Context: an optimization exercise on an open-source flow, tuned for small area. The choices shown serve that exercise and are no tape-out recipe. The RTL was checked by simulation tests, not by an equivalence proof against the original design. Power is estimated from default activity; no workload was simulated.

`design/flow/design.v`:
```
`timescale 1ns / 1ps
package tag_pkg;
    localparam int TIME_BITS = 32;
    localparam int IN_BITS = 96;
    localparam int OUT_BITS = 32;
    localparam logic [2:0] TY_IGN  = 3'd0;   
    localparam logic [2:0] TY_ACK  = 3'd1;
    localparam logic [2:0] TY_AUD  = 3'd2;
    localparam logic [2:0] TY_TICK = 3'd3;   
    localparam logic [2:0] TY_MET  = 3'd4;   
    localparam logic [2:0] TY_BEG  = 3'd5;   
    localparam logic [2:0] TY_BAD  = 3'd6;   
    localparam logic [2:0] TY_FC   = 3'd7;   
    localparam int EV_BITS = 3 + 1 + 1 + 10 + TIME_BITS;
    function automatic logic ge_u32(input logic [31:0] a, input logic [31:0] b);
        logic c;
        c = 1'b1;
        for (int i = 0; i < 32; i++) c = (a[i] & ~b[i]) | (a[i] & c) | (~b[i] & c);
        ge_u32 = c;
    endfunction
    function automatic logic ge_u33(input logic [32:0] a, input logic [32:0] b);
        logic c;
        c = 1'b1;
        for (int i = 0; i < 33; i++) c = (a[i] & ~b[i]) | (a[i] & c) | (~b[i] & c);
        ge_u33 = c;
    endfunction
    function automatic logic ge_u17(input logic [16:0] a, input logic [16:0] b);
        logic c;
        c = 1'b1;
        for (int i = 0; i < 17; i++) c = (a[i] & ~b[i]) | (a[i] & c) | (~b[i] & c);
        ge_u17 = c;
    endfunction
    function automatic logic ge_u16(input logic [15:0] a, input logic [15:0] b);
        logic c;
        c = 1'b1;
        for (int i = 0; i < 16; i++) c = (a[i] & ~b[i]) | (a[i] & c) | (~b[i] & c);
        ge_u16 = c;
    endfunction
    function automatic logic ge_u10(input logic [9:0] a, input logic [9:0] b);
        logic c;
        c = 1'b1;
        for (int i = 0; i < 10; i++) c = (a[i] & ~b[i]) | (a[i] & c) | (~b[i] & c);
        ge_u10 = c;
    endfunction
    function automatic logic [32:0] sub_u32(input logic [31:0] a, input logic [31:0] b);
        logic c;
        logic [31:0] d;
        c = 1'b1;
        for (int i = 0; i < 32; i++) begin
            d[i] = a[i] ^ ~b[i] ^ c;
            c = (a[i] & ~b[i]) | ((a[i] ^ ~b[i]) & c);
        end
        sub_u32 = {c, d};
    endfunction
    function automatic logic [31:0] add_u32(input logic [31:0] a, input logic [31:0] b);
        logic c;
        logic [31:0] s;
        c = 1'b0;
        for (int i = 0; i < 32; i++) begin
            s[i] = a[i] ^ b[i] ^ c;
            c = (a[i] & b[i]) | ((a[i] ^ b[i]) & c);
        end
        add_u32 = s;
    endfunction
    function automatic logic [9:0] add_u9(input logic [8:0] a, input logic [8:0] b,
                                          input logic cin);
        logic c;
        logic [8:0] s;
        c = cin;
        for (int i = 0; i < 9; i++) begin
            s[i] = a[i] ^ b[i] ^ c;
            c = (a[i] & b[i]) | ((a[i] ^ b[i]) & c);
        end
        add_u9 = {c, s};
    endfunction
    function automatic logic carry_u15(input logic [14:0] a, input logic [14:0] b);
        logic c;
        c = 1'b0;
        for (int i = 0; i < 15; i++) c = (a[i] & b[i]) | (a[i] & c) | (b[i] & c);
        carry_u15 = c;
    endfunction
    function automatic logic [63:0] csa(input logic [31:0] a, input logic [31:0] b,
                                        input logic [31:0] c);
        csa = {a ^ b ^ c, ((a & b) | (a & c) | (b & c)) << 1};
    endfunction
    function automatic logic [32:0] add_la(input logic [31:0] a, input logic [31:0] b,
                                           input logic cin);
        logic c, c1;
        logic [31:0] s, g, p;
        g = a & b;
        p = a ^ b;
        c = cin;
        for (int i = 0; i < 32; i += 2) begin
            c1 = g[i] | (p[i] & c);
            s[i] = p[i] ^ c;
            s[i+1] = p[i+1] ^ c1;
            c = g[i+1] | (p[i+1] & g[i]) | (p[i+1] & p[i] & c);
        end
        add_la = {c, s};
    endfunction
endpackage
`timescale 1ns / 1ps
module tag_front (
    input  logic                          aclk,
    input  logic                          aresetn,
    input  logic                          s_tvalid,
    output logic                          s_tready,
    input  logic [tag_pkg::IN_BITS-1:0]   s_tdata,
    output logic                          q_valid,
    input  logic                          q_ready,
    output logic [tag_pkg::EV_BITS-1:0]   q_event
);
    logic [tag_pkg::EV_BITS-1:0] head_reg, tail_reg;
    logic [tag_pkg::EV_BITS-1:0] ev;
    logic [1:0] cnt_reg;
    logic       push, pop;
    logic [2:0] ty;
    logic       f, c, fc, x;
    always_comb begin
        f  = s_tdata[52];
        c  = s_tdata[53];
        fc = f | c;
        case (s_tdata[2:0])
            3'd0: ty = (|s_tdata[50:35]) ? tag_pkg::TY_BEG : tag_pkg::TY_IGN;
            3'd1: ty = tag_pkg::TY_ACK;
            3'd2: ty = tag_pkg::TY_AUD;
            3'd3: ty = fc ? tag_pkg::TY_FC : tag_pkg::TY_TICK;
            3'd4: ty = !s_tdata[54] ? tag_pkg::TY_BAD : (fc ? tag_pkg::TY_FC : tag_pkg::TY_MET);
            default: ty = tag_pkg::TY_IGN;
        endcase
        x = (s_tdata[2:0] == 3'd0) ? s_tdata[51] : (fc ? f : |s_tdata[84:75]);
        ev = {ty, x, |s_tdata[74:65], s_tdata[64:55], s_tdata[34:3]};
    end
    assign s_tready = !cnt_reg[1];
    assign q_valid  = cnt_reg[1] | cnt_reg[0];
    assign q_event  = head_reg;
    assign push     = s_tvalid && s_tready;
    assign pop      = q_valid && q_ready;
    always_ff @(posedge aclk) begin
        if (!aresetn) cnt_reg <= 2'd0;
        else cnt_reg <= cnt_reg + {1'b0, push} - {1'b0, pop};
    end
    always_ff @(posedge aclk) begin
        if (cnt_reg[1] ? pop : (push && (!cnt_reg[0] || pop)))
            head_reg <= cnt_reg[1] ? tail_reg : ev;
        if (push && cnt_reg[0] && !pop) tail_reg <= ev;
    end
endmodule
`timescale 1ns / 1ps
module tag_back (
    input  logic                          aclk,
    input  logic                          aresetn,
    input  logic                          cfg_we,
    input  logic [2:0]                    cfg_addr,
    input  logic [15:0]                   cfg_wdata,
    input  logic                          q_valid,
    output logic                          q_ready,
    input  logic [tag_pkg::EV_BITS-1:0]   q_event,
    output logic                          m_tvalid,
    input  logic                          m_tready,
    output logic [tag_pkg::OUT_BITS-1:0]  m_tdata
);
    logic [15:0] min_gain_reg, cal_gain_reg, max_gain_reg, tmo_reg;
    logic [9:0]  reduce_reg, stop_reg;
    logic [15:0] wd0, wd1;
    logic [5:0]  cfg_en;
    assign wd0 = cfg_wdata & {16{aresetn}};
    assign wd1 = cfg_wdata | {16{!aresetn}};
    always_comb
        for (int k = 0; k < 6; k++)
            cfg_en[k] = !aresetn || (cfg_we && cfg_addr == 3'(k));
    always_ff @(posedge aclk) begin
        if (cfg_en[0]) min_gain_reg <= (wd1 & 16'h0010) | (wd0 & ~16'h0010);
        if (cfg_en[1]) cal_gain_reg <= (wd1 & 16'h0400) | (wd0 & ~16'h0400);
        if (cfg_en[2]) max_gain_reg <= (wd1 & 16'h8000) | (wd0 & ~16'h8000);
        if (cfg_en[3]) reduce_reg   <= (wd1[9:0] & 10'h005) | (wd0[9:0] & ~10'h005);
        if (cfg_en[4]) stop_reg     <= (wd1[9:0] & 10'h00a) | (wd0[9:0] & ~10'h00a);
        if (cfg_en[5]) tmo_reg      <= (wd1 & 16'h03e8) | (wd0 & ~16'h03e8);
    end
    logic        act_reg, latch_reg, cal_reg, ov_reg;
    logic [15:0] gain_reg;
    logic        aud_reg, red_reg, stab_reg;
    logic [1:0]  hc_reg;      
    logic [31:0] start_t, adj_t, mtime_t, last_t, stab_t, hs_t, lh_t, red_t;
    logic        lh_nb;
    logic        res_acc;
    logic [1:0]  res_oc;
    logic [3:0]  res_code;
    logic [2:0]  ty;
    logic        x, comp;
    logic [9:0]  alc;
    logic [31:0] now;
    assign {ty, x, comp, alc, now} = q_event;
    logic take;
    assign q_ready = !ov_reg || m_tready;
    assign take = q_valid && q_ready;
    logic [32:0] n400, n501, n600, n1200, n1500, n15000;
    assign n400   = tag_pkg::add_la(now, ~32'd400, 1'b1);
    assign n501   = tag_pkg::add_la(now, ~32'd501, 1'b1);
    assign n600   = tag_pkg::add_la(now, ~32'd600, 1'b1);
    assign n1200  = tag_pkg::add_la(now, ~32'd1200, 1'b1);
    assign n1500  = tag_pkg::add_la(now, ~32'd1500, 1'b1);
    assign n15000 = tag_pkg::add_la(now, ~32'd15000, 1'b1);
    logic [32:0] dl_sum;
    logic [15:0] dl, hx, hmask;
    logic        bl, he0, he1;
    assign dl_sum = tag_pkg::add_la({16'd0, now[15:0]}, {16'd0, ~mtime_t[15:0]}, 1'b1);
    assign dl = dl_sum[15:0];
    assign bl = !dl_sum[16];
    assign hx = now[31:16] ^ mtime_t[31:16];
    always_comb begin
        hmask[0] = 1'b1;
        for (int i = 1; i < 16; i++) hmask[i] = hmask[i-1] & mtime_t[16+i-1];
    end
    assign he0 = (hx == 16'd0);
    assign he1 = (hx == hmask) && !(hmask[15] && mtime_t[31]);
    logic a_hs1500, a_st15000, a_last1500, a_adj600, a_last501, a_stab1200, a_lh200;
    logic a_red400, a_hs600, meter_to;
    assign a_hs1500   = n1500[32]  && tag_pkg::ge_u32(n1500[31:0], hs_t);
    assign a_st15000  = n15000[32] && tag_pkg::ge_u32(n15000[31:0], start_t);
    assign a_last1500 = n1500[32]  && tag_pkg::ge_u32(n1500[31:0], last_t);
    assign a_adj600   = n600[32]   && tag_pkg::ge_u32(n600[31:0], adj_t);
    assign a_last501  = n501[32]   && tag_pkg::ge_u32(n501[31:0], last_t);
    assign a_stab1200 = n1200[32]  && tag_pkg::ge_u32(n1200[31:0], stab_t);
    assign a_lh200    = tag_pkg::ge_u33(n600, {lh_nb, lh_t});
    assign a_red400   = n400[32]   && tag_pkg::ge_u32(n400[31:0], red_t);
    assign a_hs600    = n600[32]   && tag_pkg::ge_u32(n600[31:0], hs_t);
    assign meter_to   = !(bl ? he1 : he0) || tag_pkg::ge_u16(dl, tmo_reg);
    logic [31:0] g, x5, s1, c1, s2, c2, p;
    logic [32:0] x5_sum, p_sum;
    logic        c15;
    assign g = {16'd0, gain_reg};
    assign x5_sum = tag_pkg::add_la(g, g << 2, 1'b0);
    assign x5 = x5_sum[31:0];
    assign {s1, c1} = tag_pkg::csa(x5, x5 << 10, x5 << 13);
    assign {s2, c2} = tag_pkg::csa(s1, c1, g << 8);
    assign c15 = tag_pkg::carry_u15(s2[14:0], c2[14:0]);
    assign p_sum = tag_pkg::add_la({15'd0, s2[31:15]}, {15'd0, c2[31:15]}, c15);
    assign p = {p_sum[16:0], 15'd0};
    logic lt_gmax, le_gmin, gt_maxmin, lt_up, gt_dn;
    assign lt_gmax   = !tag_pkg::ge_u16(gain_reg, max_gain_reg);
    assign le_gmin   = tag_pkg::ge_u16(min_gain_reg, gain_reg);
    assign gt_maxmin = !tag_pkg::ge_u16(min_gain_reg, max_gain_reg);
    assign lt_up     = !tag_pkg::ge_u17(p[31:15], {1'b0, max_gain_reg});
    assign gt_dn     = !tag_pkg::ge_u16(min_gain_reg, p[31:16]);
    logic is_met, is_beg, is_aud;
    logic [3:0] tcode;
    logic tt, stop_c, low_c, alc3, nready, quiet, red_hold;
    logic [1:0] hc_inc;
    logic lh_up;
    logic beg_ok, mpath, up, down, trip11, trip12, calib, trip;
    logic [3:0] code;
    always_comb begin
        is_met = (ty == tag_pkg::TY_MET);
        is_beg = (ty == tag_pkg::TY_BEG);
        is_aud = (ty == tag_pkg::TY_AUD);
        if (meter_to) tcode = 4'd3;
        else if (hc_reg == 2'd3 && a_hs1500) tcode = 4'd4;
        else if (cal_reg && a_st15000) tcode = 4'd5;
        else if (a_last1500) tcode = 4'd6;
        else tcode = 4'd0;
        tt = (tcode != 4'd0);
        stop_c = tag_pkg::ge_u10(alc, stop_reg);
        low_c  = !tag_pkg::ge_u10(alc, reduce_reg);
        alc3   = (alc >= 10'd3);
        nready = cal_reg && !(aud_reg && a_adj600);
        quiet  = !aud_reg || a_last501;       
        red_hold = red_reg && !a_red400;
        lh_up  = (hc_reg == 2'd0) || a_lh200;
        hc_inc = (hc_reg == 2'd3) ? 2'd3 : hc_reg + 2'd1;
        beg_ok = is_beg && !act_reg && !latch_reg;
        mpath  = act_reg && is_met && !tt && !(cal_reg && x) && !comp && !stop_c && !nready;
        up     = mpath && low_c && cal_reg && !quiet && !alc3;
        down   = mpath && !low_c && !red_hold && !le_gmin;
        calib  = mpath && low_c && cal_reg && !quiet && alc3 && stab_reg && a_stab1200;
        trip11 = up && !lt_gmax;
        trip12 = mpath && !low_c && !red_hold && le_gmin &&
                 (lh_up ? hc_inc : hc_reg) == 2'd3 && a_hs600;
        trip = 1'b0;
        code = 4'd0;
        if (act_reg) begin
            unique case (ty)
                tag_pkg::TY_TICK: begin trip = tt; code = tcode; end
                tag_pkg::TY_FC:   begin trip = 1'b1; code = x ? 4'd1 : 4'd2; end
                tag_pkg::TY_BAD:  begin trip = 1'b1; code = 4'd7; end
                tag_pkg::TY_MET: begin
                    trip = 1'b1;
                    if (tt) code = tcode;
                    else if (cal_reg && x) code = 4'd8;
                    else if (comp) code = 4'd9;
                    else if (stop_c) code = 4'd10;
                    else if (trip11) code = 4'd11;
                    else if (trip12) code = 4'd12;
                    else trip = 1'b0;
                end
                default: ;
            endcase
        end
    end
    logic sel_cal, sel_min, sel_max, sel_up, sel_dn, gain_en;
    logic [15:0] gain_d;
    always_comb begin
        sel_cal = beg_ok && x;
        sel_min = (beg_ok && !x && (lt_gmax ? le_gmin : !gt_maxmin)) || (down && !gt_dn);
        sel_max = (beg_ok && !x && !lt_gmax && gt_maxmin) || (up && lt_gmax && !lt_up);
        sel_up  = up && lt_gmax && lt_up;
        sel_dn  = down && gt_dn;
        gain_en = !aresetn || (take && (sel_cal || sel_min || sel_max || sel_up || sel_dn));
        gain_d  = ({16{aresetn && sel_cal}} & cal_gain_reg) |
                  ({16{aresetn && sel_min}} & min_gain_reg) |
                  ({16{aresetn && sel_max}} & max_gain_reg) |
                  ({16{aresetn && sel_up}}  & p[30:15]) |
                  ({16{aresetn && sel_dn}}  & p[31:16]);
    end
    always_ff @(posedge aclk) begin
        if (gain_en) gain_reg <= gain_d;
    end
    always_ff @(posedge aclk) begin
        if (!aresetn) begin
            act_reg <= 1'b0; latch_reg <= 1'b0; cal_reg <= 1'b0; ov_reg <= 1'b0;
        end else begin
            if (take) begin
                if (beg_ok) begin
                    act_reg <= 1'b1; cal_reg <= x;
                end else if (trip) begin
                    act_reg <= 1'b0; cal_reg <= 1'b0; latch_reg <= 1'b1;
                end
                if (ty == tag_pkg::TY_ACK && !act_reg) latch_reg <= 1'b0;
            end
            if (take) ov_reg <= 1'b1;
            else if (m_tready) ov_reg <= 1'b0;
        end
    end
    always_ff @(posedge aclk) begin
        if (take) begin
            if (is_beg && !act_reg) begin
                start_t <= now; mtime_t <= now; last_t <= now; adj_t <= now;
                aud_reg <= 1'b0; red_reg <= 1'b0; stab_reg <= 1'b0; hc_reg <= 2'd0;
            end
            if (is_aud) begin
                last_t <= now; aud_reg <= 1'b1;
                if (!aud_reg) adj_t <= now;
            end
            if (ty == tag_pkg::TY_MET) begin
                mtime_t <= now;
                if (nready) begin
                    hc_reg <= 2'd0; stab_reg <= 1'b0;
                end else if (low_c) begin
                    hc_reg <= 2'd0;
                    if (cal_reg) begin
                        if (quiet) stab_reg <= 1'b0;
                        else if (alc3) begin
                            if (!stab_reg) begin stab_reg <= 1'b1; stab_t <= now; end
                        end else begin
                            stab_reg <= 1'b0; adj_t <= now;
                        end
                    end
                end else begin
                    stab_reg <= 1'b0;
                    if (hc_reg == 2'd0) hs_t <= now;
                    if (lh_up) begin hc_reg <= hc_inc; {lh_nb, lh_t} <= n400; end
                    if (!red_hold && !le_gmin) begin
                        adj_t <= now; red_reg <= 1'b1; red_t <= now;
                        if (cal_reg) hc_reg <= 2'd0;
                    end
                end
            end
        end
    end
    always_ff @(posedge aclk) begin
        if (take) begin
            res_acc  <= beg_ok;
            res_code <= code;
            res_oc   <= trip ? 2'd1 : (down ? 2'd2 : (calib ? 2'd3 : 2'd0));
        end
    end
    assign m_tvalid = ov_reg;
    assign m_tdata = {5'd0, res_oc == 2'd1, cal_reg, latch_reg, act_reg, gain_reg, res_code,
        res_oc, res_acc};
endmodule
`timescale 1ns / 1ps
module tx_alc_guard (
    input  logic        aclk,
    input  logic        aresetn,
    input  logic        s_tvalid,
    output logic        s_tready,
    input  logic [95:0] s_tdata,
    output logic        m_tvalid,
    input  logic        m_tready,
    output logic [31:0] m_tdata,
    input  logic        cfg_we,
    input  logic [2:0]  cfg_addr,
    input  logic [15:0] cfg_wdata
);
    logic                        q_valid, q_ready;
    logic [tag_pkg::EV_BITS-1:0] q_event;
    tag_front u_front (
        .aclk(aclk), .aresetn(aresetn), .s_tvalid(s_tvalid), .s_tready(s_tready),
        .s_tdata(s_tdata), .q_valid(q_valid), .q_ready(q_ready), .q_event(q_event)
    );
    tag_back u_back (
        .aclk(aclk), .aresetn(aresetn), .cfg_we(cfg_we), .cfg_addr(cfg_addr),
        .cfg_wdata(cfg_wdata), .q_valid(q_valid), .q_ready(q_ready),
        .q_event(q_event), .m_tvalid(m_tvalid), .m_tready(m_tready), .m_tdata(m_tdata)
    );
endmodule
```
`design/flow/flow/run.sh`:
```
#!/bin/bash
set -euo pipefail
bash standard.sh \
  BUFFER_PORTS_ARGS="-buffer_cell sky130_fd_sc_hd__buf_1" \
  CTS_ARGS="-sink_clustering_enable -repair_clock_nets -dont_use_dummy_load -buf_list sky130_fd_sc_hd__clkbuf_16 -sink_clustering_size 30 -sink_clustering_max_diameter 100" \
  finish > flow.log 2>&1
```
`design/flow/standard.sh`:
```
#!/bin/bash
# synth_recipe.tcl (not shown) runs the flow's synth.tcl, then flattens the netlist and writes it again
# the make line also repeats each setting of config.mk as NAME=value (left out here)
make -C /OpenROAD-flow-scripts/flow DESIGN_CONFIG=/design/flow/config.mk WORK_HOME=/design/flow/orfs CLKGATE_MAP_FILE= SYNTH_SCRIPT=/design/flow/synth_recipe.tcl "${@:-finish}"
```
`design/flow/config.mk`:
```
export PLATFORM = sky130hd
export DESIGN_NAME = tx_alc_guard
export DESIGN_NICKNAME = tx_alc_guard
export VERILOG_FILES = /design/flow/design.v
export SDC_FILE = /design/flow/constraint.sdc
export NUM_CORES = 4
export LEC_CHECK = 0
export CAP_MARGIN = 20
export CORE_MARGIN = 2
export CORE_UTILIZATION = 40
export SLEW_MARGIN = 20
```
`design/flow/constraint.sdc`:
```
create_clock -name core_clock -period 10.0 [get_ports {aclk}]
set_input_delay 2.0000 -clock core_clock [delete_from_list [all_inputs] [get_ports {aclk}]]
set_output_delay 2.0000 -clock core_clock [all_outputs]
set_load 0.01 [all_outputs]
```
==> impl_metrics.tcl, run 1 <==
set metrics [dict create \
    ir_worst_vdd_mv 0.341 \
    finalInstanceArea_mm2 0.0314 \
    ant_nets 0 \
    io_pins 154 \
    path_class "register to register" \
    dieHeight_um 273 \
    cpPeakStageDelay_ns 0.54 \
    place_area_mm2 0.0308 \
    fin_cells 3685 \
    fmax_mhz 107 \
    fin_hold_ws_ns 0.519 \
    yosysMostFrequentCell "edfxtp_1" \
    drt_iter0_markers 1832 \
    layout_min_cycle_time_ns 9.30 \
    synth_area_mm2 0.0289 \
    ys_seq_elements 469 \
    syn_to_final_growth_pct 8.72 \
    grt_usage 0.209 \
    r2r-start "u_back.gain_reg[2]" \
    synth_top_area_cell "edfxtp_1" \
    setup_ws_ns 0.696 \
    setup_tns_ns 0 \
    synth_area_per_cell_um2 11.2 \
    utilization 0.440 \
    setup-violations-final 0 \
    cp_max_fo 15 \
    port_buffers 137 \
    core_mm2 0.0715 \
    synth_top_area_frac 0.481 \
    postCtsSetupBuffers 0 \
    synth_cell_types 89 \
    crit_buf_inv 0 \
    wire_per_inst_um 21.4 \
    post-route-drc-count 0 \
    ctsHtreeMaxLevel 1 \
    rows 98 \
    power_leakage_nw 11.3 \
    cts_hold_buffers 0 \
    synth-seq-area-share 0.485 \
    antenna_found_initial 2 \
    first_pass_iters 6 \
    place_congestion 0.921 \
    synth_edf_count 463 \
    vias 21480 \
    min-delay-start "u_front.tail_reg[27]" \
    drv_cap 0 \
    power_density_mw_per_mm2 310 \
    worstPathArrival_ns 9.70 \
    required_ns 10.40 \
    grt_pass1_wl_mm 123 \
    cts-root-buf "clkbuf_16" \
    yosysWarnings 2 \
    clk_pin_slew_ns 0.08 \
    dieArea_mm2 0.0744 \
    synthTopCellsByArea "edfxtp_1 (48%), ha_1 (7.0%), mux2_2 (3.1%)" \
    timing_hold_violations_final 0 \
    post-route-period-util 0.930 \
    endpoint_kind "register" \
    synthArstFlopShare 0 \
    drive_above_1_share 0.0790 \
    nFillCells 6655 \
    crit_path_start_kind "register" \
    routed_via_density 5.83 \
    finalNetCount 3058 \
    dp_cells 3658 \
    slew_violations 0 \
    cts_tree "done" \
    total_power_mw 9.73 \
    status "complete, no violations" \
    tightest_slew_ns 1.02 \
    start_util 0.404 \
    hp-class "register to register" \
    clock-skew-final_ns 0.0990 \
    cpMaxStageDelayCell "fa_1" \
    insertion_delay_ns 0.62 \
    grt_max_degree 50 \
    cp_top_family "adder cells" \
    rsz0062_at_grt "false" \
    drt_wl_total_mm 78.9 \
    cts-buffers-inserted 25 \
    dp_hpwl_mm 60.8 \
    dieWidth_um 273 \
    max-slew-margin-rel 0.316 \
    dp_worst_setup_slack_ns 0.561 \
    startpoint "u_back.gain_reg[2]" \
    yosys-top-cells-count "edfxtp_1 (463), inv_1 (201), nor2_1 (186), ha_1 (161), nand2_1 (155)" \
    globalRouteOverflowTotal 0 \
    clock-sinks 469 \
    yosys_most_used_dff "edfxtp_1" \
    clockBufferDepth 3 \
    grt_pass1_vias 21532 \
    syn-instance-count 2583 \
]
-- where the power goes --
| part | internal [mW] | switching, mW |
|---|---|---|
| Clock | 0.445 | 0.614 |
| Combinational | 2.25 | 3.48 |
| Sequential | 2.68 | 0.270 |
-- worst register-to-register path, delay by kind of cell, from the launching register on --
kind | cells | cell delay [ns]
AO/OA/AOI/OAI | 13 | 2.80
flip-flops | 1 | 0.52
multiplexers | 1 | 0.35
adder cells (fa/ha/maj) | 12 | 4.69
AND/OR/NAND/NOR | 2 | 0.32
XOR/XNOR | 1 | 0.45
-- worst paths after layout --
| kind | endpoint | slack (ns) | cells after the start |
|---|---|---|---|
| max | u_back.gain_reg[8] | 0.70 | 29 |
| min | u_front.head_reg[27] | 0.52 | 1 |
| max reg2reg | u_back.gain_reg[8] | 0.70 | 29 |
| min reg2reg | u_front.head_reg[27] | 0.52 | 1 |
-- cells in the final DEF (no fill, tap or decap), drive strengths merged, types with 30 or more instances in the layout --
master  instances
inv           202
edfxtp        463
buf           192
nand2b         56
and2           30
ha            161
xnor2          97
xor2           36
maj3           74
o21ai          94
nor2b          44
nor3           38
o22ai          79
mux2           83
nand3          47
nor2          186
a22oi          54
a21oi         111
fa             41
nand2         156
-- kinds of logic (layout without fill, tap and decap cells) --
kind of cell | count (synthesis) | after routing | share of synthesized area
AO/OA/AOI/OAI | 652 | 652 | 0.157
XOR/XNOR | 133 | 133 | 0.0403
adder cells (fa/ha/maj) | 276 | 276 | 0.124
buffers and inverters | 276 | 422 | 0.0387
flip-flops | 469 | 469 | 0.485
multiplexers | 97 | 97 | 0.0372
other | 2 | 8 | 0.000260
AND/OR/NAND/NOR | 678 | 678 | 0.117
-- area by class of cell --
class                      count  area [µm²]  area share
sequential                   469       14000       0.446
clock buffer                  25         626      0.0199
antenna                        1        2.50   0.0000796
timing repair buffer         193         956      0.0304
multi-input combinational   1843       13900       0.441
tap                          950        1190      0.0378
inverter                     204         766      0.0244
-- what timing repair did --
action / CTS / global route
resized for setup: 0 / 1
endpoints found under the setup margin: 0 / 1
hold endpoints to repair: 0 / 0
-- metal layers --
layer	global-route usage	wire length, µm	share of wire	vias to the layer above
li1	-	-	-	10092
met4	0.0474	1690	0.021	2
met1	0.287	35300	0.45	10640
met3	0.0205	3830	0.049	96
met2	0.357	38100	0.48	650
met5	0	12	0.00015	-
==> run 2, diff against run 1 <==
==> design/flow/flow/run.sh (replaced) <==
#!/bin/bash
set -euo pipefail
bash standard.sh \
  BUFFER_PORTS_ARGS="-buffer_cell sky130_fd_sc_hd__buf_1" \
  CTS_ARGS="-sink_clustering_enable -repair_clock_nets -dont_use_dummy_load -buf_list sky130_fd_sc_hd__clkbuf_16 -sink_clustering_size 24 -sink_clustering_max_diameter 80" \
  finish > flow.log 2>&1
==> impl_metrics.tcl, run 2 <==
set metrics [dict create \
    dp_worst_setup_slack_ns 0.561 \
    tightest_slew_ns 1.04 \
    synth-seq-area-share 0.485 \
    core_mm2 0.0715 \
    crit_path_start_kind "register" \
    port_buffers 137 \
    power_density_mw_per_mm2 312 \
    synth_area_mm2 0.0289 \
    drv_cap 0 \
    synth_cell_types 89 \
    mostFrequentLayoutCell "edfxtp_1" \
    post-route-period-util 0.957 \
    endpoint_kind "register" \
    timing_hold_violations_final 0 \
    globalRouteOverflowTotal 0 \
    worstPathArrival_ns 10.04 \
    min-delay-start "u_front.tail_reg[24]" \
    dp_hpwl_mm 60.8 \
    ir_worst_vdd_mv 0.345 \
    routed_via_density 5.87 \
    yosys_most_used_dff "edfxtp_1" \
    rrSetupSlack_ns 0.43 \
    rows 98 \
    cts-buffers-inserted 30 \
    post-route-drc-count 0 \
    antenna_found_initial 2 \
    mostFrequentLayoutCells "edfxtp_1 (463), inv_1 (200), nor2_1 (183)" \
    yosysWarnings 2 \
    r2r-start "u_back.gain_reg[2]" \
    cts_tree "done" \
    wire_per_inst_um 21.4 \
    dieHeight_um 273 \
    dieArea_mm2 0.0744 \
    insertion_delay_ns 0.63 \
    clockBufferDepth 3 \
    place_area_mm2 0.0308 \
    start_util 0.404 \
    clock-skew-final_ns 0.0557 \
    rsz0062_at_grt "false" \
    yosys-top-cells-count "edfxtp_1 (463), inv_1 (201), nor2_1 (186), ha_1 (161), nand2_1 (155)" \
    yosysMostFrequentCell "edfxtp_1" \
    clock-sinks 469 \
    min_to "u_front.head_reg[24]" \
    syn_to_final_growth_pct 9.15 \
    rr_worst_depth 29 \
    drt_iter0_markers 1745 \
    synth_edf_count 463 \
    cts_resized 0 \
    grt_pass1_vias 21623 \
    fmax_mhz 104 \
    synthArstFlopShare 0 \
    ctsHtreeMaxLevel 1 \
    vias 21665 \
    path_class "register to register" \
    grt_max_degree 50 \
    setup-violations-final 0 \
    postCtsSetupBuffers 0 \
    status "complete, no violations" \
    holdPathStages 1 \
    hp-class "register to register" \
    setup_tns_ns 0 \
    cp_common_cell "maj3_1" \
    synthTopCellsByArea "edfxtp_1 (48%), ha_1 (7.0%), mux2_2 (3.1%)" \
    cpPeakStageDelay_ns 0.70 \
    ys_seq_elements 469 \
    grt_pass1_wl_mm 123 \
    reg2reg_to "u_back.gain_reg[8]" \
    dieWidth_um 273 \
    cts-root-buf "clkbuf_16" \
    synth_top_area_cell "edfxtp_1" \
    synth_area_per_cell_um2 11.2 \
    syn-instance-count 2583 \
    drive_above_1_share 0.0803 \
    first_pass_iters 7 \
    max-slew-margin-rel 0.300 \
    total_power_mw 9.84 \
    layout_min_cycle_time_ns 9.57 \
    power_leakage_nw 11.4 \
    io_pins 154 \
    finalNetCount 3063 \
    ant_nets 0 \
    finalInstanceArea_mm2 0.0315 \
    slew_violations 0 \
    synth_top_area_frac 0.481 \
    required_ns 10.46 \
    drt_wl_total_mm 78.8 \
    cpMaxStageDelayCell "maj3_1" \
    setup_ws_ns 0.425 \
    cp_max_fo 15 \
    place_congestion 0.921 \
    cts_hold_buffers 0 \
    grt_usage 0.209 \
    clk_pin_slew_ns 0.09 \
]
[run 2: kinds of logic (layout without fill, tap and decap cells)]
kind of cell / count (synthesis) / after routing / share of synthesized area
AOI/OAI and AO/OA: 652 / 652 / 0.157
xor gates and xnor gates: 133 / 133 / 0.0403
adders and majority gates: 276 / 276 / 0.124
buffers and inverters: 276 / 427 / 0.0387
DFF: 469 / 469 / 0.485
muxes: 97 / 97 / 0.0372
other: 2 / 8 / 0.000260
and+or+nand+nor: 678 / 678 / 0.117
[run 2: critical path, delay by kind of cell, from the launching register on]
| kind | cells | cell delay (ns) |
|---|---|---|
| xor gates and xnor gates | 1 | 0.45 |
| adders and majority gates | 12 | 4.87 |
| DFF | 1 | 0.54 |
| and+or+nand+nor | 2 | 0.32 |
| AOI/OAI and AO/OA | 13 | 2.80 |
| muxes | 1 | 0.40 |
[run 2: worst max path at each step]
stage,from,endpoint,depth (start not counted)
CTS,u_back.gain_reg[2],u_back.gain_reg[8],29
floorplan,u_front.head_reg[15],u_back.stab_t[0],21
global placement,u_back.gain_reg[2],u_back.gain_reg[8],29
detailed placement,u_back.gain_reg[2],u_back.gain_reg[8],29
global route,u_back.gain_reg[2],u_back.gain_reg[8],29
finish,u_back.gain_reg[2],u_back.gain_reg[8],29
[run 2: per-stage QoR]
step,hold WS (ns),cells,utilization
after floorplan,0.507,2588,-
after global placement,0.528,3658,0.430
after detailed placement,0.534,3658,0.430
after CTS,0.512,3688,0.441
after global routing,0.514,3690,0.441
final,0.507,3690,0.441
[run 2: per-layer routing]
| layer | vias up | wire (µm) | track usage |
|---|---|---|---|
| li1 | 10092 | - | - |
| met1 | 10727 | 34500 | 0.284 |
| met2 | 720 | 37900 | 0.354 |
| met3 | 124 | 4460 | 0.0251 |
| met4 | 2 | 1960 | 0.0554 |
| met5 | - | 12 | 0 |
[run 2: area by class of cell]
type | instances | area [µm²]
fill | 6642 | 39900
sequential | 469 | 14000
tap | 950 | 1190
timing repair buffer | 193 | 956
antenna | 1 | 2.50
inverter | 204 | 766
clock buffer | 30 | 751
multi-input combinational | 1843 | 13900
[run 2: power breakdown]
| part | switching (mW) | internal (mW) | total [mW] |
|---|---|---|---|
| sequential | 0.271 | 2.68 | 2.95 |
| combinational | 3.49 | 2.25 | 5.73 |
| clock | 0.630 | 0.527 | 1.16 |
==> run 3, diff against run 2 <==
==> design/flow/flow/run.sh (replaced) <==
#!/bin/bash
# The standard layout (standard.sh) with three changes:
#  - synthesis runs flow/synth.tcl: synth_recipe.tcl with an area-oriented ABC script
#  - ports are buffered with the smallest buffer (buf_1)
#  - clock tree synthesis clusters the flip-flops explicitly and adds no dummy loads
# make's full output goes to flow.log; ORFS's per-step logs stay under orfs/logs.
set -euo pipefail
here=$(pwd)
bash standard.sh \
  SYNTH_SCRIPT="$here/flow/synth.tcl" \
  BUFFER_PORTS_ARGS="-buffer_cell sky130_fd_sc_hd__buf_1" \
  CTS_ARGS="-sink_clustering_enable -repair_clock_nets -dont_use_dummy_load -buf_list sky130_fd_sc_hd__clkbuf_16 -sink_clustering_size 28 -sink_clustering_max_diameter 90" \
  finish > flow.log 2>&1
==> design/flow/flow/abc_area.script (new file) <==
strash
&get -n
&fraig -x
&put
scorr
dc2
dretime
strash
dch -f
map -a
mfs2
strash
&get -n
&dch -f
&nf {D}
&put
buffer -c
upsize -c {D}
dnsize -c {D}
==> design/flow/flow/synth.tcl (new file) <==
# synth_recipe.tcl with one change: the final ABC mapping uses abc_area.script (beside this
# file) in place of ORFS's speed script. Registers are mapped before ABC and stay as they are.
proc synth {args} { yosys synth -nofsm -noshare {*}$args }
set ::my_abc_script [file join [file dirname [file normalize [info script]]] abc_area.script]
proc abc {args} {
  set i [lsearch $args -script]
  if {$i >= 0} {
    set args [lreplace $args $i [expr {$i + 1}] -script $::my_abc_script]
  }
  yosys abc {*}$args
}
source $::env(SCRIPTS_DIR)/synth.tcl
# left out here: clear keep_hierarchy, flatten, clean up, hide names made inside functions, write 1_2_yosys.v
==> impl_metrics.tcl, run 3 <==
set metrics [dict create \
    layout_min_cycle_time_ns 9.25 \
    place_area_mm2 0.0285 \
    tightest_slew_ns 1.06 \
    grt_pass1_vias 18980 \
    first_pass_iters 5 \
    synth_edf_count 463 \
    status "complete, no violations" \
    cts_tree "done" \
    ir_worst_vdd_mv 0.261 \
    synthArstFlopShare 0 \
    clk_pin_slew_ns 0.10 \
    pwr-share-seq 0.351 \
    place_congestion 0.870 \
    pwr-share-clk 0.125 \
    yosysMostFrequentCell "edfxtp_1" \
    switchingPower_mw 3.75 \
    power_density_mw_per_mm2 300 \
    cts-buffers-inserted 27 \
    finalInstanceArea_mm2 0.0292 \
    core_mm2 0.0661 \
    synthTopCellsByArea "edfxtp_1 (52%), ha_1 (7.5%), inv_1 (3.3%)" \
    wl_met1_mm 30.6 \
    routed_via_density 5.65 \
    endpoint_kind "register" \
    post-route-period-util 0.925 \
    globalRouteOverflowTotal 0 \
    syn-instance-count 2290 \
    dp_hpwl_mm 49.0 \
    synth_top_area_frac 0.519 \
    max-slew-margin-rel 0.291 \
    dieHeight_um 263 \
    yosysWarnings 2 \
    rows 94 \
    drt_wl_total_mm 65.4 \
    synth-seq-area-share 0.523 \
    clock-sinks 469 \
    path_class "register to register" \
    slew_violations 0 \
    wl_met2_mm 30.6 \
    port_buffers 137 \
    rsz0062_at_grt "false" \
    synth_top_area_cell "edfxtp_1" \
    grt_max_degree 54 \
    ys_seq_elements 469 \
    drive_above_1_share 0.0684 \
    cpPeakStageDelay_ns 0.64 \
    setup_ws_ns 0.751 \
    mostFrequentLayoutCells "edfxtp_1 (463), inv_1 (236), ha_1 (161)" \
    insertion_delay_ns 0.61 \
    routed-wl-met3_mm 2.92 \
    topRoutingLayerUsed "met5" \
    power_leakage_nw 10.9 \
    cp_max_fo 16 \
    hp-class "register to register" \
    p_sw_frac 0.427 \
    syn_to_final_growth_pct 9.04 \
    cts-root-buf "clkbuf_16" \
    yosys-top-cells-count "edfxtp_1 (463), inv_1 (237), ha_1 (161), a21oi_1 (150), nand2_1 (132)" \
    setup_tns_ns 0 \
    setup-violations-final 0 \
    dieArea_mm2 0.0691 \
    dieWidth_um 263 \
    post-route-drc-count 0 \
    start_util 0.406 \
    clock-skew-final_ns 0.0662 \
    fmax_mhz 108 \
    vias 18664 \
    mostFrequentLayoutCell "edfxtp_1" \
    yosys_most_used_dff "edfxtp_1" \
    ant_nets 0 \
    timing_hold_violations_final 0 \
    crit_path_start_kind "register" \
    required_ns 10.32 \
    finalNetCount 2766 \
    drt_iter0_markers 1470 \
    synth_area_mm2 0.0268 \
    power_frac_comb 0.525 \
    io_pins 154 \
    rrSetupSlack_ns 0.75 \
    grt_usage 0.186 \
    wire_per_inst_um 19.8 \
    clockBufferDepth 3 \
    worstPathArrival_ns 9.57 \
    grt_pass1_wl_mm 105 \
    antenna_cells 0 \
    synth_area_per_cell_um2 11.7 \
    synth_cell_types 75 \
    cpMaxStageDelayCell "fa_1" \
    internal_power_mw 5.03 \
    drv_cap 0 \
    dp_worst_setup_slack_ns 0.495 \
    ctsHtreeMaxLevel 1 \
    antenna_found_initial 2 \
]
run 3: final timing paths:
| path | start | end | depth (start not counted) |
|---|---|---|---|
| setup / recovery | u_back.gain_reg[1] | u_back.gain_reg[10] | 43 |
| hold / removal | u_back.ov_reg | u_back.ov_reg | 2 |
| setup reg to reg | u_back.gain_reg[1] | u_back.gain_reg[10] | 43 |
| hold reg to reg | u_back.ov_reg | u_back.ov_reg | 2 |
run 3: worst max-delay path: cells and delay by family, from the launching register on:
kind            cells  cell delay, ns
compound gates     26            4.24
flops               1            0.55
fa+ha+maj           7            3.24
simple gates        8            0.61
buf+inv             2            0.31
run 3: cell families after synthesis:
group                    Yosys count  synth area share
other                              2          0.000280
multiplexers                      61            0.0256
flip-flops                       469             0.523
AND/OR/NAND/NOR                  405            0.0737
adder cells (fa/ha/maj)          209             0.108
AO/OA/AOI/OAI                    721             0.182
XOR/XNOR                         132            0.0434
buffers and inverters            291            0.0435
run 3: layer usage:
| layer | global-route usage | up-vias |
|---|---|---|
| met5 | 0 | - |
| met1 | 0.262 | 9141 |
| met2 | 0.309 | 462 |
| met3 | 0.0236 | 72 |
| li1 | - | 8985 |
| met4 | 0.0386 | 4 |
run 3: area by class of cell:
type,instances,area [µm²]
Tap cell,864,1080
Timing Repair Buffer,172,811
Inverter,239,897
Sequential cell,469,14000
Clock buffer,27,676
Fill cell,6182,36900
Multi-Input combinational cell,1535,11700
run 3: power by group through the flow:
stage / Clock [mW] / Sequential (mW) / Combinational [mW]
final: 1.09 / 3.08 / 4.60
after global routing: 1.19 / 3.13 / 5.16
after CTS: 1.13 / 3.08 / 4.56
after global placement: 0 / 3.11 / 4.44
after detailed placement: 0 / 3.12 / 4.52
after floorplan: 0 / 2.99 / 3.42
run 3: timing repair:
action	4_1_cts	5_1_grt
resized for setup	0	7
buffers inserted	0	1
hold buffers	0	0
setup endpoints to repair	0	16
run 3: stage by stage:
| step | cells | power, mW | util | hold slack, ns |
|---|---|---|---|---|
| after global placement | 3276 | 7.55 | 0.431 | 0.499 |
| after detailed placement | 3276 | 7.64 | 0.431 | 0.510 |
| after floorplan | 2295 | 6.41 | - | 0.487 |
| after CTS | 3303 | 8.77 | 0.441 | 0.530 |
| after global routing | 3306 | 9.48 | 0.442 | 0.570 |
| final | 3306 | 8.78 | 0.442 | 0.528 |
==> run 4, diff against run 3 <==
--- a/design/flow/flow/run.sh
+++ b/design/flow/flow/run.sh
@@ -11,3 +11,4 @@
   BUFFER_PORTS_ARGS="-buffer_cell sky130_fd_sc_hd__buf_1" \
   CTS_ARGS="-sink_clustering_enable -repair_clock_nets -dont_use_dummy_load -buf_list sky130_fd_sc_hd__clkbuf_16 -sink_clustering_size 28 -sink_clustering_max_diameter 90" \
+  GPL_TIMING_DRIVEN=0 \
   finish > flow.log 2>&1
==> impl_metrics.tcl, run 4 <==
set metrics [dict create \
    seq_area_mm2 0.0140 \
    tightest_slew_ns 0.957 \
    rr_worst_depth 44 \
    dieWidth_um 263 \
    wire_per_inst_um 20.7 \
    ir_worst_vdd_mv 0.294 \
    synthArstFlopShare 0 \
    drive_above_1_share 0.0770 \
    timing_hold_violations_final 0 \
    synth_area_mm2 0.0268 \
    synth_area_per_cell_um2 11.7 \
    nFillCells 6139 \
    routed_via_density 5.73 \
    dieArea_mm2 0.0691 \
    min_to "u_front.head_reg[14]" \
    path_class "register to register" \
    finalNetCount 2805 \
    r2r-start "u_back.gain_reg[0]" \
    fin_cells 3346 \
    rrSetupSlack_ns 0.68 \
    drv_cap 0 \
    setup-violations-final 0 \
    multi_input_area_mm2 0.0118 \
    globalRouteOverflowTotal 0 \
    clock-sinks 469 \
    port_buffers 137 \
    cp_common_cell "a21oi_1" \
    drt_wl_total_mm 69.2 \
    vias 19160 \
    start_util 0.406 \
    fin_hold_ws_ns 0.557 \
    clockBufferDepth 3 \
    hp-class "register to register" \
    drt_iter0_markers 1418 \
    endpoint_kind "register" \
    ant_nets 0 \
    cpPeakStageDelay_ns 0.64 \
    grt_pass1_wl_mm 109 \
    synth-seq-area-share 0.523 \
    insertion_delay_ns 0.61 \
    ctsHtreeMaxLevel 1 \
    required_ns 10.28 \
    yosysMostFrequentCell "edfxtp_1" \
    dp_cells 3315 \
    power_density_mw_per_mm2 303 \
    max-slew-margin-rel 0.358 \
    cpMaxStageDelayCell "fa_2" \
    mostFrequentLayoutCell "edfxtp_1" \
    dp_worst_setup_slack_ns 0.224 \
    yosys-top-cells-count "edfxtp_1 (463), inv_1 (237), ha_1 (161), a21oi_1 (150), nand2_1 (132)" \
    yosysWarnings 2 \
    syn_to_final_growth_pct 10.5 \
    total_power_mw 8.96 \
    rows 94 \
    dieHeight_um 263 \
    grt_max_degree 33 \
    dp_hpwl_mm 53.6 \
    cts_tree "done" \
    setup_ws_ns 0.676 \
    worstPathArrival_ns 9.60 \
    fmax_mhz 107 \
    holdPathStages 1 \
    min-delay-start "u_front.tail_reg[14]" \
    ys_seq_elements 469 \
    setup_tns_ns 0 \
    antenna_found_initial 2 \
    cts-buffers-inserted 27 \
    synth_top_area_cell "edfxtp_1" \
    io_pins 154 \
    clk_pin_slew_ns 0.09 \
    synth_cell_types 75 \
    slew_violations 0 \
    synth_top_area_frac 0.519 \
    post-route-drc-count 0 \
    grt_usage 0.196 \
    yosys_most_used_dff "edfxtp_1" \
    cts-root-buf "clkbuf_16" \
    reg2reg_to "u_back.gain_reg[14]" \
    cp_max_fo 10 \
    core_mm2 0.0661 \
    layout_min_cycle_time_ns 9.32 \
    syn-instance-count 2290 \
    first_pass_iters 6 \
    post-route-period-util 0.932 \
    place_congestion 0.861 \
    crit_path_start_kind "register" \
    rsz0062_at_grt "false" \
    synth_edf_count 463 \
    synthTopCellsByArea "edfxtp_1 (52%), ha_1 (7.5%), inv_1 (3.3%)" \
    status "complete, no violations" \
    clock-skew-final_ns 0.0623 \
    mostFrequentLayoutCells "edfxtp_1 (463), inv_1 (236), ha_1 (161)" \
    power_leakage_nw 11.0 \
    grt_pass1_vias 19196 \
]
==> run 4: cell counts after synthesis <==
Identical to the previous run, type by type.
==> run 4: critical path: cells and delay by family (launching register included) <==
family	cells	cell delay [ns]
AO/OA/AOI/OAI	27	4.23
adder cells (fa/ha/maj)	8	3.35
AND/OR/NAND/NOR	7	0.60
flip-flops	1	0.51
buffers and inverters	2	0.31
==> run 4: worst max path at each step <==
| stage | from | endpoint | slack (ns) | cells after the start |
|---|---|---|---|---|
| after floorplan | u_back.gain_reg[0] | u_back.gain_reg[0] | 1.71 | 43 |
| after global placement | u_front.head_reg[2] | u_back.lh_t[0] | -1.03 | 25 |
| after detailed placement | u_back.gain_reg[0] | u_back.gain_reg[14] | 0.22 | 44 |
| after CTS | u_back.gain_reg[0] | u_back.gain_reg[14] | 0.11 | 44 |
| after global routing | u_back.gain_reg[0] | u_back.gain_reg[14] | 0.002 | 44 |
| final | u_back.gain_reg[0] | u_back.gain_reg[14] | 0.68 | 44 |
==> run 4: cell families after synthesis <==
logic type | share of synthesized area
AOI/OAI and AO/OA | 0.182
DFF | 0.523
and+or+nand+nor | 0.0737
buffers and inverters | 0.0435
adders and majority gates | 0.108
xor gates and xnor gates | 0.0434
muxes | 0.0256
other | 0.000280
==> run 4: area by class of cell <==
cell class	instances	area share
Multi-Input combinational cell	1535	0.399
Antenna cell	1	0.0000845
Sequential cell	469	0.473
Tap cell	864	0.0365
Timing Repair Buffer	159	0.0287
Buffer	52	0.00925
Inverter	239	0.0304
Clock buffer	27	0.0228
==> run 4: repair_timing <==
| item | CTS | global route |
|---|---|---|
| hold endpoints to repair | 0 | 0 |
| buffers inserted | 0 | 3 |
| hold buffers | 0 | 0 |
| gates resized for setup | 0 | 15 |
| setup endpoints to repair | 0 | 16 |
==> run 4: where the power goes <==
part	total, mW	internal, mW	switching [mW]
combinational	4.76	1.92	2.84
sequential	3.10	2.70	0.402
clock	1.10	0.479	0.620
==> run 4: per-stage QoR <==
step                       util  instance area, µm²
after floorplan               -               26800
after global placement    0.430               28400
after detailed placement  0.436               28800
after CTS                 0.447               29500
after global routing      0.448               29600
final                     0.448               29600
==> run 4: layer usage <==
layer	track usage	up-vias	wire, µm
met4	0.0448	2	1340
met3	0.0242	82	3560
li1	-	9064	-
met5	0	-	13
met2	0.323	539	32300
met1	0.277	9473	32100
==> run 5, diff against run 4 <==
--- a/design/flow/flow/run.sh
+++ b/design/flow/flow/run.sh
@@ -10,5 +10,4 @@
   SYNTH_SCRIPT="$here/flow/synth.tcl" \
   BUFFER_PORTS_ARGS="-buffer_cell sky130_fd_sc_hd__buf_1" \
-  CTS_ARGS="-sink_clustering_enable -repair_clock_nets -dont_use_dummy_load -buf_list sky130_fd_sc_hd__clkbuf_16 -sink_clustering_size 28 -sink_clustering_max_diameter 90" \
-  GPL_TIMING_DRIVEN=0 \
+  CTS_ARGS="-sink_clustering_enable -repair_clock_nets -dont_use_dummy_load -buf_list sky130_fd_sc_hd__clkbuf_8 -root_buf sky130_fd_sc_hd__clkbuf_16 -sink_clustering_size 14 -sink_clustering_max_diameter 60" \
   finish > flow.log 2>&1
==> impl_metrics.tcl, run 5 <==
set metrics [dict create \
    synth_top_area_frac 0.519 \
    mostFrequentLayoutCells "edfxtp_1 (463), inv_1 (236), ha_1 (161)" \
    wire_per_inst_um 19.8 \
    synth-seq-area-share 0.523 \
    dieHeight_um 263 \
    first_pass_iters 5 \
    nFillCells 6206 \
    grt_pass1_wl_mm 105 \
    clock-sinks 469 \
    place_area_mm2 0.0285 \
    drt_iter0_markers 1485 \
    ir_worst_vdd_mv 0.298 \
    dieArea_mm2 0.0691 \
    synth_cell_types 75 \
    dieWidth_um 263 \
    synthArstFlopShare 0 \
    multi_input_area_mm2 0.0118 \
    finalInstanceArea_mm2 0.0292 \
    seq_area_mm2 0.0140 \
    synth_area_mm2 0.0268 \
    start_util 0.406 \
    clockBufferDepth 3 \
    cpMaxStageDelayCell "fa_1" \
    status "complete, no violations" \
    post-route-period-util 0.924 \
    cts-root-buf "clkbuf_16" \
    layout_min_cycle_time_ns 9.24 \
    power_leakage_nw 10.9 \
    clk_pin_slew_ns 0.08 \
    drv_cap 0 \
    worstPathArrival_ns 9.53 \
    crit_path_start_kind "register" \
    drive_above_1_share 0.0756 \
    setup-violations-final 0 \
    ys_seq_elements 469 \
    finalNetCount 2783 \
    cts_tree "done" \
    core_mm2 0.0661 \
    hp-class "register to register" \
    insertion_delay_ns 0.58 \
    fmax_mhz 108 \
    place_congestion 0.870 \
    endpoint_kind "register" \
    yosysMostFrequentCell "edfxtp_1" \
    grt_max_degree 54 \
    tightest_slew_ns 1.08 \
    required_ns 10.29 \
    timing_hold_violations_final 0 \
    ant_nets 0 \
    drt_wl_total_mm 65.8 \
    cts_hold_buffers 0 \
    rsz0062_at_grt "false" \
    cp_max_fo 16 \
    cpPeakStageDelay_ns 0.64 \
    port_buffers 137 \
    synth_edf_count 463 \
    yosysWarnings 2 \
    post-route-drc-count 0 \
    path_class "register to register" \
    syn-instance-count 2290 \
    synth_area_per_cell_um2 11.7 \
    antenna_cells 0 \
    synth_top_area_cell "edfxtp_1" \
    yosys_most_used_dff "edfxtp_1" \
    slew_violations 0 \
    max-slew-margin-rel 0.281 \
    ctsHtreeMaxLevel 2 \
    antenna_found_initial 2 \
    yosys-top-cells-count "edfxtp_1 (463), inv_1 (237), ha_1 (161), a21oi_1 (150), nand2_1 (132)" \
    grt_usage 0.189 \
    routed_via_density 5.65 \
    clock-skew-final_ns 0.0769 \
    io_pins 154 \
    cts-buffers-inserted 45 \
    dp_hpwl_mm 49.0 \
    vias 18783 \
    globalRouteOverflowTotal 0 \
    grt_pass1_vias 19089 \
    synthTopCellsByArea "edfxtp_1 (52%), ha_1 (7.5%), inv_1 (3.3%)" \
    setup_tns_ns 0 \
    syn_to_final_growth_pct 9.07 \
    rows 94 \
    mostFrequentLayoutCell "edfxtp_1" \
    power_density_mw_per_mm2 300 \
]
==> run 5: cell counts after synthesis <==
Identical to the previous run, type by type.
==> run 5: final cells by class <==
cell class                 instances  area share
tap                              864      0.0370
multi-input combinational       1535       0.402
sequential                       469       0.480
clock buffer                      45      0.0231
timing repair buffer             171      0.0275
inverter                         239      0.0307
==> run 5: through the flow <==
stage / setup slack (ns) / cells / hold WS (ns) / utilization / power (mW)
2_1_floorplan: 1.71 / 2295 / 0.487 / - / 6.41
3_3_place_gp: 0.594 / 3276 / 0.499 / 0.431 / 7.55
3_5_place_dp: 0.495 / 3276 / 0.510 / 0.431 / 7.64
4_1_cts: 0.426 / 3321 / 0.527 / 0.441 / 8.77
5_1_grt: 0.0342 / 3323 / 0.564 / 0.442 / 9.50
6_report: 0.758 / 3323 / 0.529 / 0.442 / 8.78
==> run 5: cell families (layout without fill, tap and decap cells) <==
logic type      after synthesis  in the layout  synth area share
xor+xnor                    132            132            0.0434
flops                       469            469             0.523
fa+ha+maj                   209            209             0.108
mux                          61             61            0.0256
simple gates                405            405            0.0737
other cells                   2              7          0.000280
compound gates              721            721             0.182
buf+inv                     291            455            0.0435
==> run 5: metal layers <==
metal	vias up	share of wire	GRT usage
met3	100	0.051	0.0329
met5	-	0.00039	0
met1	9159	0.46	0.262
li1	9011	-	-
met4	4	0.023	0.0479
met2	509	0.46	0.308
==> run 5: path summary, 6_finish.rpt <==
kind,from,to,slack [ns],depth (start not counted)
setup / recovery,u_back.gain_reg[1],u_back.gain_reg[10],0.76,43
setup reg to reg,u_back.gain_reg[1],u_back.gain_reg[10],0.76,43
hold / removal,u_back.ov_reg,u_back.ov_reg,0.53,2
hold reg to reg,u_back.ov_reg,u_back.ov_reg,0.53,2
==> run 5: worst max-delay path, delay by kind of cell (launching register included) <==
kind	cells	cell delay, ns
AO/OA/AOI/OAI	26	4.25
adder cells (fa/ha/maj)	7	3.24
AND/OR/NAND/NOR	8	0.61
flip-flops	1	0.54
buffers and inverters	2	0.31
==> run 5: report_power, final <==
part	total (mW)	switching, mW	internal, mW
Clock	1.08	0.634	0.449
Sequential	3.08	0.375	2.70
Combinational	4.62	2.76	1.86
==> run 5: timing repair <==
action / in CTS / in global routing
gates resized for setup: 0 / 9
setup endpoints to repair: 0 / 16
setup buffers: 0 / 0
==> run 6, diff against run 5 <==
--- a/design/flow/flow/run.sh
+++ b/design/flow/flow/run.sh
@@ -10,4 +10,4 @@
   SYNTH_SCRIPT="$here/flow/synth.tcl" \
   BUFFER_PORTS_ARGS="-buffer_cell sky130_fd_sc_hd__buf_1" \
-  CTS_ARGS="-sink_clustering_enable -repair_clock_nets -dont_use_dummy_load -buf_list sky130_fd_sc_hd__clkbuf_8 -root_buf sky130_fd_sc_hd__clkbuf_16 -sink_clustering_size 14 -sink_clustering_max_diameter 60" \
+  CTS_ARGS="-sink_clustering_enable -repair_clock_nets -dont_use_dummy_load -buf_list sky130_fd_sc_hd__clkbuf_16 -sink_clustering_size 24 -sink_clustering_max_diameter 80" \
   finish > flow.log 2>&1
==> impl_metrics.tcl, run 6 <==
set metrics [dict create \
    status "complete, no violations" \
    synth_cell_types 75 \
    wire_per_inst_um 19.8 \
    clock-sinks 469 \
    path_class "register to register" \
    cp_max_fo 16 \
    clock-skew-final_ns 0.0745 \
    grt_pass1_wl_mm 105 \
    core_mm2 0.0661 \
    clockBufferDepth 3 \
    rows 94 \
    ys_seq_elements 469 \
    cpPeakStageDelay_ns 0.64 \
    dp_hpwl_mm 49.0 \
    clk_pin_slew_ns 0.07 \
    finalNetCount 2767 \
    post-route-period-util 0.921 \
    ir_worst_vdd_mv 0.300 \
    dp_cells 3276 \
    dieWidth_um 263 \
    timing_hold_violations_final 0 \
    required_ns 10.34 \
    total_power_mw 8.80 \
    start_util 0.406 \
    synth_top_area_cell "edfxtp_1" \
    crit_path_start_kind "register" \
    max-slew-margin-rel 0.282 \
    mostFrequentLayoutCell "edfxtp_1" \
    dieArea_mm2 0.0691 \
    vias 18633 \
    drv_cap 0 \
    holdPathStages 2 \
    fin_cells 3307 \
    grt_max_degree 54 \
    cts-buffers-inserted 28 \
    synth_edf_count 463 \
    synth_top_area_frac 0.519 \
    cts_tree "done" \
    rrSetupSlack_ns 0.79 \
    cts-root-buf "clkbuf_16" \
    drive_above_1_share 0.0696 \
    worstPathArrival_ns 9.55 \
    grt_usage 0.187 \
    reg2reg_to "u_back.gain_reg[10]" \
    globalRouteOverflowTotal 0 \
    yosys_most_used_dff "edfxtp_1" \
    place_congestion 0.870 \
    setup_tns_ns 0 \
    syn-instance-count 2290 \
    tightest_slew_ns 1.08 \
    antenna_cells 0 \
    synth_area_per_cell_um2 11.7 \
    mostFrequentLayoutCells "edfxtp_1 (463), inv_1 (236), ha_1 (161)" \
    hp-class "register to register" \
    power_leakage_nw 10.9 \
    ctsHtreeMaxLevel 1 \
    power_density_mw_per_mm2 301 \
    drt_wl_total_mm 65.5 \
    port_buffers 137 \
    drt_iter0_markers 1538 \
    synth_area_mm2 0.0268 \
    grt_pass1_vias 18956 \
    synth-seq-area-share 0.523 \
    first_pass_iters 6 \
    yosysMostFrequentCell "edfxtp_1" \
    setup-violations-final 0 \
    ant_nets 0 \
    yosysWarnings 2 \
    fmax_mhz 109 \
    synthArstFlopShare 0 \
    synthTopCellsByArea "edfxtp_1 (52%), ha_1 (7.5%), inv_1 (3.3%)" \
    endpoint_kind "register" \
    antenna_found_initial 2 \
    syn_to_final_growth_pct 9.19 \
    slew_violations 0 \
    min_to "u_back.ov_reg" \
    io_pins 154 \
    cpMaxStageDelayCell "fa_1" \
    yosys-top-cells-count "edfxtp_1 (463), inv_1 (237), ha_1 (161), a21oi_1 (150), nand2_1 (132)" \
    dieHeight_um 263 \
    rsz0062_at_grt "false" \
    layout_min_cycle_time_ns 9.21 \
    rr_worst_depth 43 \
    insertion_delay_ns 0.61 \
    min-delay-start "u_back.ov_reg" \
    routed_via_density 5.63 \
    r2r-start "u_back.gain_reg[1]" \
    post-route-drc-count 0 \
]
run 6: cell counts after synthesis:
No cell type changed its count.
run 6: cell families after synthesis:
family,after synthesis,share of synthesized area
AO/OA/AOI/OAI,721,0.182
XOR/XNOR,132,0.0434
adder cells (fa/ha/maj),209,0.108
buffers and inverters,291,0.0435
flip-flops,469,0.523
multiplexers,61,0.0256
other,2,0.000280
AND/OR/NAND/NOR,405,0.0737
run 6: cell type report:
| type | count | area [µm²] |
|---|---|---|
| sequential | 469 | 14000 |
| timing repair buffer | 172 | 811 |
| tap | 864 | 1080 |
| fill | 6190 | 36800 |
| multi-input combinational | 1535 | 11800 |
| inverter | 239 | 897 |
| clock buffer | 28 | 701 |
run 6: power breakdown:
| part | internal (mW) | leakage (nW) | switching (mW) |
|---|---|---|---|
| combinational | 1.86 | 6.17 | 2.75 |
| sequential | 2.70 | 4.37 | 0.376 |
| clock | 0.495 | 0.345 | 0.614 |
run 6: through the flow:
stage / worst slack, ns / utilization / instance area (µm²) / hold slack (ns)
after floorplan: 1.71 / - / 26800 / 0.487
after global placement: 0.594 / 0.431 / 28500 / 0.499
after detailed placement: 0.495 / 0.431 / 28500 / 0.510
after CTS: 0.424 / 0.441 / 29200 / 0.526
after global routing: 0.0408 / 0.443 / 29300 / 0.565
final: 0.787 / 0.443 / 29300 / 0.528
run 6: worst max path at each step:
stage / startpoint / end / slack (ns) / depth (start not counted)
finish: u_back.gain_reg[1] / u_back.gain_reg[10] / 0.79 / 43
global route: u_back.gain_reg[0] / u_back.gain_reg[0] / 0.04 / 44
CTS: u_back.gain_reg[1] / u_back.gain_reg[0] / 0.42 / 41
detailed placement: u_back.gain_reg[1] / u_back.gain_reg[0] / 0.49 / 41
global placement: u_back.gain_reg[1] / u_back.gain_reg[0] / 0.59 / 41
floorplan: u_back.gain_reg[0] / u_back.gain_reg[0] / 1.71 / 43
run 6: what timing repair did:
action	in CTS	in global routing
resized for setup	0	9
setup endpoints to repair	0	16
setup buffers	0	1
hold buffers	0	0
run 6: per-layer routing:
layer / part of all wire / global-route usage / vias up
li1: - / - / 8987
met1: 0.47 / 0.262 / 9106
met2: 0.47 / 0.309 / 456
met3: 0.043 / 0.0249 / 80
met4: 0.021 / 0.0391 / 4
met5: 0.00040 / 0 / -
run 6: worst max-delay path: cells and delay by family (launching register included):
kind            cells  cell delay, ns
buf+inv             2            0.31
flops               1            0.54
simple gates        8            0.62
compound gates     26            4.24
fa+ha+maj           7            3.24
==> run 7, diff against run 6 <==
--- a/design/flow/flow/run.sh
+++ b/design/flow/flow/run.sh
@@ -10,4 +10,4 @@
   SYNTH_SCRIPT="$here/flow/synth.tcl" \
   BUFFER_PORTS_ARGS="-buffer_cell sky130_fd_sc_hd__buf_1" \
-  CTS_ARGS="-sink_clustering_enable -repair_clock_nets -dont_use_dummy_load -buf_list sky130_fd_sc_hd__clkbuf_16 -sink_clustering_size 24 -sink_clustering_max_diameter 80" \
+  CTS_ARGS="-sink_clustering_enable -repair_clock_nets -dont_use_dummy_load -buf_list sky130_fd_sc_hd__clkbuf_8 -root_buf sky130_fd_sc_hd__clkbuf_16 -sink_clustering_size 17 -sink_clustering_max_diameter 70" \
   finish > flow.log 2>&1
==> impl_metrics.tcl, run 7 <==
set metrics [dict create \
    drt_wl_total_mm 65.9 \
    layout_min_cycle_time_ns 9.30 \
    syn-instance-count 2290 \
    pwr-share-clk 0.118 \
    wire_per_inst_um 19.8 \
    grt_max_degree 54 \
    grt_pass1_vias 19089 \
    synth_fa_ha_area_frac 0.108 \
    rsz0062_at_grt "false" \
    cts_tree "done" \
    rr_worst_depth 43 \
    io_pins 154 \
    power_density_mw_per_mm2 299 \
    core_mm2 0.0661 \
    status "complete, no violations" \
    endpoint_kind "register" \
    synth_compound_area_frac 0.182 \
    synth_top_area_frac 0.519 \
    antenna_found_initial 2 \
    syn_to_final_growth_pct 8.75 \
    mostFrequentLayoutCell "edfxtp_1" \
    start_util 0.406 \
    dieHeight_um 263 \
    synthTopCellsByArea "edfxtp_1 (52%), ha_1 (7.5%), inv_1 (3.3%)" \
    fmax_mhz 107 \
    synth_cell_types 75 \
    place_congestion 0.870 \
    ant_nets 0 \
    pwr-share-seq 0.354 \
    rows 94 \
    dieArea_mm2 0.0691 \
    dp_worst_setup_slack_ns 0.495 \
    slew_violations 0 \
    vias 18703 \
    routed_via_density 5.64 \
    synth_edf_count 463 \
    required_ns 10.25 \
    max-slew-margin-rel 0.293 \
    cp_max_fo 16 \
    tightest_slew_ns 1.06 \
    cts-root-buf "clkbuf_16" \
    synth-simple-area-share 0.0737 \
    post-route-drc-count 0 \
    p_sw_frac 0.431 \
    setup-violations-final 0 \
    yosys-top-cells-count "edfxtp_1 (463), inv_1 (237), ha_1 (161), a21oi_1 (150), nand2_1 (132)" \
    synth_area_mm2 0.0268 \
    worstPathArrival_ns 9.56 \
    cts-buffers-inserted 39 \
    cpPeakStageDelay_ns 0.65 \
    post-route-period-util 0.930 \
    globalRouteOverflowTotal 0 \
    first_pass_iters 6 \
    cp_common_cell "o21bai_1" \
    mostFrequentLayoutCells "edfxtp_1 (463), inv_1 (236), ha_1 (161)" \
    power_leakage_nw 10.8 \
    timing_hold_violations_final 0 \
    synthXorXnorAreaFrac 0.0434 \
    setup_tns_ns 0 \
    ys_seq_elements 469 \
    drt_iter0_markers 1434 \
    crit_path_start_kind "register" \
    clock-sinks 469 \
    finalNetCount 2778 \
    hp-class "register to register" \
    internal_power_mw 4.95 \
    dieWidth_um 263 \
    path_class "register to register" \
    clockBufferDepth 3 \
    holdPathStages 2 \
    cp_num_cells 43 \
    dp_hpwl_mm 49.0 \
    clock-skew-final_ns 0.0759 \
    grt_usage 0.189 \
    power_frac_comb 0.529 \
    clk_pin_slew_ns 0.10 \
    yosys_most_used_dff "edfxtp_1" \
    setup_ws_ns 0.696 \
    ctsHtreeMaxLevel 2 \
    drv_cap 0 \
    grt_pass1_wl_mm 105 \
    cpMaxStageDelayCell "fa_1" \
    yosysWarnings 2 \
    cts_hold_buffers 0 \
    switchingPower_mw 3.75 \
    synth_top_family_by_area "compound AO/OA/AOI/OAI gates" \
    port_buffers 137 \
    cp_top_family "compound AO/OA/AOI/OAI gates" \
    yosysMostFrequentCell "edfxtp_1" \
    insertion_delay_ns 0.58 \
    synthArstFlopShare 0 \
    synth_top_area_cell "edfxtp_1" \
    synth_area_per_cell_um2 11.7 \
    synth-seq-area-share 0.523 \
    crit_buf_inv 2 \
    drive_above_1_share 0.0733 \
    synthMuxAreaShare 0.0256 \
    ir_worst_vdd_mv 0.255 \
]
[run 7: per-layer routing]
metal / wire (µm) / GRT usage
met5: 26 / 0
met4: 1330 / 0.0431
met3: 3430 / 0.0353
met2: 30600 / 0.309
met1: 30400 / 0.260
[run 7: final timing paths]
kind	start	endpoint	slack, ns
setup / recovery	u_back.gain_reg[1]	u_back.gain_reg[10]	0.70
hold / removal	u_back.ov_reg	u_back.ov_reg	0.53
setup reg to reg	u_back.gain_reg[1]	u_back.gain_reg[10]	0.70
hold reg to reg	u_back.ov_reg	u_back.ov_reg	0.53
[run 7: cell families (layout without fill, tap and decap cells)]
logic type / Yosys count / count (layout)
other cells: 2 / 8
mux: 61 / 61
simple gates: 405 / 405
flops: 469 / 469
xor+xnor: 132 / 132
fa+ha+maj: 209 / 209
compound gates: 721 / 721
buf+inv: 291 / 450
[run 7: worst register-to-register path: cells and delay by family (launching register included)]
family / cells / cell delay [ns]
compound gates: 26 / 4.29
fa+ha+maj: 7 / 3.25
simple gates: 8 / 0.62
flops: 1 / 0.55
buf+inv: 2 / 0.31
[run 7: power groups by stage]
stage | Clock, mW | Sequential (mW) | Combinational, mW
2_1_floorplan | 0 | 2.99 | 3.42
5_1_grt | 1.13 | 3.13 | 5.16
6_report | 1.02 | 3.08 | 4.60
3_5_place_dp | 0 | 3.12 | 4.52
4_1_cts | 1.07 | 3.08 | 4.56
3_3_place_gp | 0 | 3.11 | 4.44
[run 7: cell type report]
type,instances,area [µm²]
Clock buffer,39,593
Fill cell,6202,36900
Sequential cell,469,14000
Antenna cell,1,2.50
Inverter,239,897
Timing Repair Buffer,172,811
Multi-Input combinational cell,1535,11700
Tap cell,864,1080
[run 7: repair_timing]
item,CTS,global route
resized for setup,0,7
endpoints found under the setup margin,0,16
setup buffers,0,1
[run 7: stage by stage]
step	utilization	hold slack (ns)	power [mW]	cells	instance area, µm²
after global routing	0.441	0.554	9.42	3318	29100
after floorplan	-	0.487	6.41	2295	26800
final	0.441	0.530	8.70	3319	29200
after global placement	0.431	0.499	7.55	3276	28500
after detailed placement	0.431	0.510	7.64	3276	28500
after CTS	0.440	0.530	8.71	3315	29100

[afterwards: timing with drivers on the ports]
The results above use ideal ports. As a check the final layouts listed here were re-extracted and re-timed, cells and wires unchanged. Step 1: set_driving_cell puts a clkbuf_16 on aclk and a buf_2 on each other input, an assumption about the parent block. Step 2 adds t to the input delays and takes it off the output delays; t is the mean of the earliest and latest rising clock arrival at the registers after step 1. Input paths then give back, and output paths get back, about the clock's delay inside the block. Three values: no drivers, after step 1, after step 2; two values: the first two.
run | shift t [ns] | setup slack, ns | hold WS [ns] | latest minus earliest clock arrival (ns) | pins driven straight from the clock port
run 1 | 0.633 | 0.696 / 0.696 / 0.696 | 0.519 / 0.519 / 0.519 | 0.099 / 0.099 | 1
run 2 | 0.659 | 0.425 / 0.425 / 0.425 | 0.507 / 0.507 / 0.507 | 0.064 / 0.064 | 1
run 3 | 0.631 | 0.751 / 0.751 / 0.751 | 0.528 / 0.528 / 0.528 | 0.066 / 0.066 | 1
run 4 | 0.633 | 0.676 / 0.676 / 0.676 | 0.557 / 0.557 / 0.557 | 0.062 / 0.063 | 1
run 5 | 0.605 | 0.758 / 0.758 / 0.758 | 0.529 / 0.529 / 0.529 | 0.077 / 0.077 | 1
run 6 | 0.636 | 0.787 / 0.787 / 0.787 | 0.528 / 0.528 / 0.528 | 0.074 / 0.074 | 1
run 7 | 0.601 | 0.696 / 0.696 / 0.696 | 0.530 / 0.530 / 0.530 | 0.076 / 0.076 | 1
After both steps every run listed still meets setup and hold.
